This design comes from an exercise in tuning for small area on the open sky130 flow, not from production work.
Function was checked by simulation only, so behaviour that the tests miss may differ from the original.

05-15:
// decode_stage_reg
module decode_stage_reg #(
  parameter int DATA_W = 32,
  parameter int CNT_W  = 16
) (
  input  logic              clk,
  input  logic              reset,
  input  logic [31:0]       instr_d,
  input  logic [DATA_W-1:0] pc_plus_4_d,
  input  logic              valid_d,
  input  logic              stall_d,
  input  logic              flush_e,
  input  logic              branch_ne_d,
  input  logic              reg_we_w,
  input  logic [4:0]        reg_write_addr_w,
  input  logic [DATA_W-1:0] reg_write_data_w,
  input  logic [DATA_W-1:0] alu_result_m,
  input  logic [1:0]        forward_a_d,
  input  logic [1:0]        forward_b_d,
  output logic              branch_cond_d,
  output logic [DATA_W-1:0] pc_branch_d,
  output logic [DATA_W-1:0] reg_data_1_e,
  output logic [DATA_W-1:0] reg_data_2_e,
  output logic [4:0]        rs_e,
  output logic [4:0]        rt_e,
  output logic [4:0]        rd_e,
  output logic [DATA_W-1:0] imm_e,
  output logic [DATA_W-1:0] shamt_e,
  output logic [DATA_W-1:0] pc_plus_4_e,
  output logic              valid_e,
  output logic [CNT_W-1:0]  bubble_count
);
Size in the first run: roughly 1200 flip-flops, about 370 I/O pins.
==> module decode_stage_reg, before the edit <==
module decode_stage_reg #(
  parameter int DATA_W = 32,
  parameter int CNT_W  = 16
) (
  input  logic              clk,
  input  logic              reset,
  input  logic [31:0]       instr_d,
  input  logic [DATA_W-1:0] pc_plus_4_d,
  input  logic              valid_d,
  input  logic              stall_d,
  input  logic              flush_e,
  input  logic              branch_ne_d,
  input  logic              reg_we_w,
  input  logic [4:0]        reg_write_addr_w,
  input  logic [DATA_W-1:0] reg_write_data_w,
  input  logic [DATA_W-1:0] alu_result_m,
  input  logic [1:0]        forward_a_d,
  input  logic [1:0]        forward_b_d,
  output logic              branch_cond_d,
  output logic [DATA_W-1:0] pc_branch_d,
  output logic [DATA_W-1:0] reg_data_1_e,
  output logic [DATA_W-1:0] reg_data_2_e,
  output logic [4:0]        rs_e,
  output logic [4:0]        rt_e,
  output logic [4:0]        rd_e,
  output logic [DATA_W-1:0] imm_e,
  output logic [DATA_W-1:0] shamt_e,
  output logic [DATA_W-1:0] pc_plus_4_e,
  output logic              valid_e,
  output logic [CNT_W-1:0]  bubble_count
);
  logic [4:0] w_rs, w_rt;
  assign w_rs = instr_d[25:21];
  assign w_rt = instr_d[20:16];
  logic [31:1]       r_wr;             
  logic [31:1][DATA_W-1:0] r_mem;     
  logic [31:1]       w_wdec;           
  logic [31:1]       w_live;           
  logic [31:1]       w_dec1, w_dec2;   
  always_comb begin
    for (int i = 1; i < 32; i++) begin
      w_wdec[i] = reg_we_w & (reg_write_addr_w == i[4:0]);
      w_live[i] = r_wr[i] & ~w_wdec[i];
      w_dec1[i] = (w_rs == i[4:0]);
      w_dec2[i] = (w_rt == i[4:0]);
    end
  end
  always_ff @(posedge clk or posedge reset) begin
    if (reset) r_wr <= '0;
    else       r_wr <= r_wr | w_wdec;
  end
  for (genvar i = 1; i < 32; i++) begin : g_reg
    logic [DATA_W-1:0] r_q;
    always_ff @(posedge clk) begin
      if (w_wdec[i]) r_q <= reg_write_data_w;
    end
    assign r_mem[i] = r_q;
  end
  logic [31:0] w_sel1, w_sel2;
  always_comb begin
    w_sel1[0] = reg_we_w & (reg_write_addr_w == w_rs) & (w_rs != 5'd0);
    w_sel2[0] = reg_we_w & (reg_write_addr_w == w_rt) & (w_rt != 5'd0);
    for (int i = 1; i < 32; i++) begin
      w_sel1[i] = w_dec1[i] & w_live[i];
      w_sel2[i] = w_dec2[i] & w_live[i];
    end
  end
  logic [2:0] w_src_a, w_src_b;
  assign w_src_a = {forward_a_d == 2'd2, forward_a_d == 2'd1,
                    forward_a_d == 2'd0 || forward_a_d == 2'd3};
  assign w_src_b = {forward_b_d == 2'd2, forward_b_d == 2'd1,
                    forward_b_d == 2'd0 || forward_b_d == 2'd3};
  logic [DATA_W-1:0] w_nrd1, w_nrd2, w_neq;
  for (genvar j = 0; j < DATA_W; j++) begin : g_bit
    logic [31:0] w_col;
    assign w_col[0] = reg_write_data_w[j];
    for (genvar i = 1; i < 32; i++) begin : g_col
      assign w_col[i] = r_mem[i][j];
    end
    decode_stage_reg_rfbit u_bit (
      .d    (w_col),
      .s1   (w_sel1),
      .s2   (w_sel2),
      .alu  (alu_result_m[j]),
      .src_a(w_src_a),
      .src_b(w_src_b),
      .nrd1 (w_nrd1[j]),
      .nrd2 (w_nrd2[j]),
      .neq  (w_neq[j])
    );
  end
  assign branch_cond_d = ~(|w_neq) ^ branch_ne_d;
  logic [15:0] w_aa, w_ab;
  logic [16:0] w_c;
  logic [13:0] w_hi, w_run;
  logic        w_gh, w_ph, w_flip;
  always_comb begin
    w_aa = pc_plus_4_d[17:2];
    w_ab = instr_d[15:0];
    pc_branch_d[1:0] = pc_plus_4_d[1:0];
    w_c[0] = 1'b0;
    for (int k = 0; k < 16; k++) begin
      pc_branch_d[k+2] = w_aa[k] ^ w_ab[k] ^ w_c[k];
      w_c[k+1]         = (w_aa[k] & w_ab[k]) | (w_c[k] & (w_aa[k] ^ w_ab[k]));
    end
    w_gh = 1'b0;
    w_ph = 1'b1;
    for (int k = 8; k < 16; k++) begin
      w_gh = (w_aa[k] & w_ab[k]) | ((w_aa[k] | w_ab[k]) & w_gh);
      w_ph = w_ph & (w_aa[k] | w_ab[k]);
    end
    w_flip = (w_gh | (w_ph & w_c[8])) ^ instr_d[15];
    w_hi   = pc_plus_4_d[31:18];
    w_run[0] = 1'b1;
    for (int k = 1; k < 14; k++) begin
      w_run[k] = w_run[k-1] & (w_hi[k-1] ^ instr_d[15]);
    end
    pc_branch_d[31:18] = w_hi ^ ({14{w_flip}} & w_run);
  end
  logic              w_bubble;
  logic              r_full;
  logic [DATA_W-1:0] r_reg_data_1;     
  logic [DATA_W-1:0] r_reg_data_2;
  logic [4:0]        r_rs;
  logic [4:0]        r_rt;
  logic [15:0]       r_imm;            
  logic [DATA_W-1:0] r_pc_plus_4;
  logic              r_valid;
  assign w_bubble = flush_e | stall_d;
  always_ff @(posedge clk or posedge reset) begin
    if (reset) r_full <= 1'b0;
    else       r_full <= ~w_bubble;
  end
  logic r_empty;
  always_ff @(posedge clk or posedge reset) begin
    if (reset) r_empty <= 1'b1;
    else       r_empty <= w_bubble;
  end
  always_ff @(posedge clk) begin
    r_reg_data_1 <= w_nrd1;
    r_reg_data_2 <= w_nrd2;
    r_rs         <= w_rs;
    r_rt         <= w_rt;
    r_imm        <= instr_d[15:0];
    r_pc_plus_4  <= pc_plus_4_d;
    r_valid      <= valid_d;
  end
  logic [15:0] w_imm_e;
  assign w_imm_e      = r_imm & {16{r_full}};
  assign reg_data_1_e = ~(r_reg_data_1 | {DATA_W{r_empty}});
  assign reg_data_2_e = ~(r_reg_data_2 | {DATA_W{r_empty}});
  assign rs_e         = r_rs & {5{r_full}};
  assign rt_e         = r_rt & {5{r_full}};
  assign rd_e         = w_imm_e[15:11];
  assign imm_e        = {{(DATA_W-16){w_imm_e[15]}}, w_imm_e};
  assign shamt_e      = {{(DATA_W-5){1'b0}}, w_imm_e[10:6]};
  assign pc_plus_4_e  = r_pc_plus_4 & {DATA_W{r_full}};
  assign valid_e      = r_valid & r_full;
  logic [CNT_W-1:0] r_bubble_count;
  always_ff @(posedge clk or posedge reset) begin
    if (reset) begin
      r_bubble_count <= {CNT_W{1'b0}};
    end else if (w_bubble && (r_bubble_count != {CNT_W{1'b1}})) begin
      r_bubble_count <= r_bubble_count + {{(CNT_W-1){1'b0}}, 1'b1};
    end
  end
  assign bubble_count = r_bubble_count;
endmodule
==> flow/config.mk <==
export PLATFORM = sky130hd
export DESIGN_NAME = decode_stage_reg
export DESIGN_NICKNAME = decode_stage_reg
export VERILOG_FILES = /design/flow/design.v
export SDC_FILE = /design/flow/constraint.sdc
export NUM_CORES = 4
export LEC_CHECK = 0
export CAP_MARGIN = 20
export CORE_MARGIN = 2
export CORE_UTILIZATION = 65
export SLEW_MARGIN = 20
==> flow/constraint.sdc <==
create_clock -name core_clock -period 12.0 [get_ports {clk}]
set_input_delay 2.4000 -clock core_clock [delete_from_list [all_inputs] [get_ports {clk}]]
set_output_delay 2.4000 -clock core_clock [all_outputs]
set_load 0.01 [all_outputs]
standard.sh (not shown) runs the stock make flow with config.mk's settings and CLKGATE_MAP_FILE= SYNTH_SCRIPT=/design/flow/synth_recipe.tcl, a recipe that flattens the netlist after the stock synthesis.
==> flow/flow/run.sh <==
#!/bin/bash
# Own layout flow: the standard ORFS flow (standard.sh) with
#  - the register-file read slice (decode_stage_reg_rfbit) mapped by hand
#    to cells (flow/rfbit_cells.v, swapped in by flow/rfbit.tcl),
#  - an area-oriented ABC script for the rest of the combinational logic and
#    full adders only from extract_fa (registers are mapped by the unchanged
#    dfflibmap step, so they keep the standard synthesis's names and cells),
#  - the smallest buffer on each port,
#  - clock tree synthesis with sink clusters of up to 16 flip-flops, clkbuf_8
#    buffers and
#    no dummy loads.
# make's full output goes to flow_make.log here; ORFS keeps each step's log
# under orfs/logs.
set -euo pipefail
W=$PWD
rm -rf "$W/scripts_local"
cp -r "$FLOW_HOME/scripts" "$W/scripts_local"
cp "$W/flow/abc_area.script" "$W/scripts_local/abc_area.script"
sed -i 's/^  extract_fa {\*}\[dont_use_extract_fa_args\]$/  extract_fa -fa/' "$W/scripts_local/synth.tcl"
grep -q '^  extract_fa -fa$' "$W/scripts_local/synth.tcl"
bash standard.sh \
  SCRIPTS_DIR="$W/scripts_local" \
  SYNTH_CANONICALIZE_TCL="$W/flow/rfbit.tcl" \
  ABC_AREA=1 \
  "BUFFER_PORTS_ARGS=-buffer_cell sky130_fd_sc_hd__buf_1" \
  "CTS_ARGS=-sink_clustering_enable -repair_clock_nets -dont_use_dummy_load -sink_clustering_size 16 -sink_clustering_max_diameter 60 -buf_list {sky130_fd_sc_hd__clkbuf_8}" \
  finish > "$W/flow_make.log" 2>&1
Other scripts of this flow, unchanged in this note and not shown: flow/flow/abc_area.script, flow/flow/rfbit.tcl, flow/flow/rfbit_cells.v
No stage failed in 05-15, and the final checks on the layout all came back clean.
Relative to 05-15, the following input files were edited for 06-12:
diff --git a/flow/design.v b/flow/design.v
--- a/flow/design.v
+++ b/flow/design.v
@@ -54,16 +54,11 @@
   assign w_rt = instr_d[20:16];
   logic [31:1]       r_wr;             
   logic [31:1][DATA_W-1:0] r_mem;     
   logic [31:1]       w_wdec;           
-  logic [31:1]       w_live;           
-  logic [31:1]       w_dec1, w_dec2;   
   always_comb begin
     for (int i = 1; i < 32; i++) begin
       w_wdec[i] = reg_we_w & (reg_write_addr_w == i[4:0]);
-      w_live[i] = r_wr[i] & ~w_wdec[i];
-      w_dec1[i] = (w_rs == i[4:0]);
-      w_dec2[i] = (w_rt == i[4:0]);
     end
   end
   always_ff @(posedge clk or posedge reset) begin
     if (reset) r_wr <= '0;
@@ -76,14 +71,24 @@
     end
     assign r_mem[i] = r_q;
   end
   logic [31:0] w_sel1, w_sel2;
+  logic [3:0]  w_hi1, w_hi2;    
+  logic [7:0]  w_lo1, w_lo2;    
   always_comb begin
     w_sel1[0] = reg_we_w & (reg_write_addr_w == w_rs) & (w_rs != 5'd0);
     w_sel2[0] = reg_we_w & (reg_write_addr_w == w_rt) & (w_rt != 5'd0);
+    for (int k = 0; k < 4; k++) begin
+      w_hi1[k] = (w_rs[4:3] == k[1:0]) & ~w_sel1[0];
+      w_hi2[k] = (w_rt[4:3] == k[1:0]) & ~w_sel2[0];
+    end
+    for (int m = 0; m < 8; m++) begin
+      w_lo1[m] = (w_rs[2:0] == m[2:0]);
+      w_lo2[m] = (w_rt[2:0] == m[2:0]);
+    end
     for (int i = 1; i < 32; i++) begin
-      w_sel1[i] = w_dec1[i] & w_live[i];
-      w_sel2[i] = w_dec2[i] & w_live[i];
+      w_sel1[i] = w_hi1[i/8] & w_lo1[i%8] & r_wr[i];
+      w_sel2[i] = w_hi2[i/8] & w_lo2[i%8] & r_wr[i];
     end
   end
   logic [2:0] w_src_a, w_src_b;
   assign w_src_a = {forward_a_d == 2'd2, forward_a_d == 2'd1,
--- outcome ---
05-15 reports its destination of the critical timing path as pc_branch_d[31] while 06-12 reports branch_cond_d. 05-15 has lower starting density of the core than 06-12. Diff 06-12 and 05-15: fmax lower in 06-12. Register-to-register path setup slack ended up 0.35 ns lower on 06-12 than on 05-15. In the reports for 06-12 and 05-15, the larger non-clock buffer count in the final layout belongs to 06-12. Endpoint arrival time on the critical path: 06-12 vs 05-15 up 0.11 ns. Relative to 05-15, the wire length on met3 measured on 06-12 has increased by a few percent. 06-12 against 05-15; first-pass GRT wire length is up slightly. Taking 05-15 as the reference, in 06-12 area of all placed cells without fillers lost 0.79%; time the final worst path needs with I/O delays and setup up 0.11 ns; wire length the detailed router placed on met1 increased about 2.4%; wire length increased by 2200 um relative to the old numbers.

## static timing again, ports no longer ideal
The flow's constraints put no driver on any port. The routed layouts listed below were extracted and timed again, unchanged, in two steps. Step 1, drivers: a clkbuf_16 drives clk and a buf_2 each remaining input, both assumed. Step 2 times the ports against the registers' clock, not the clock port: input delays grow and output delays shrink by t, the midpoint of the rising clock arrivals with the driver on. a / b / c = ideal ports / drivers / drivers and shift; a / b = the first two.
run | shift t [ns] | slack for setup (ns) | worst setup path after step 2
05-15 | 0.768 | 0.799 / 0.762 / 0.762 | input to output
06-12 | 0.779 | 0.686 / 0.610 / 0.610 | input to output
After both steps setup and hold are still met in every run listed. The setup slack of 06-12, which loses most, moves by -0.076 ns with the drivers and by -0.076 ns with both steps.
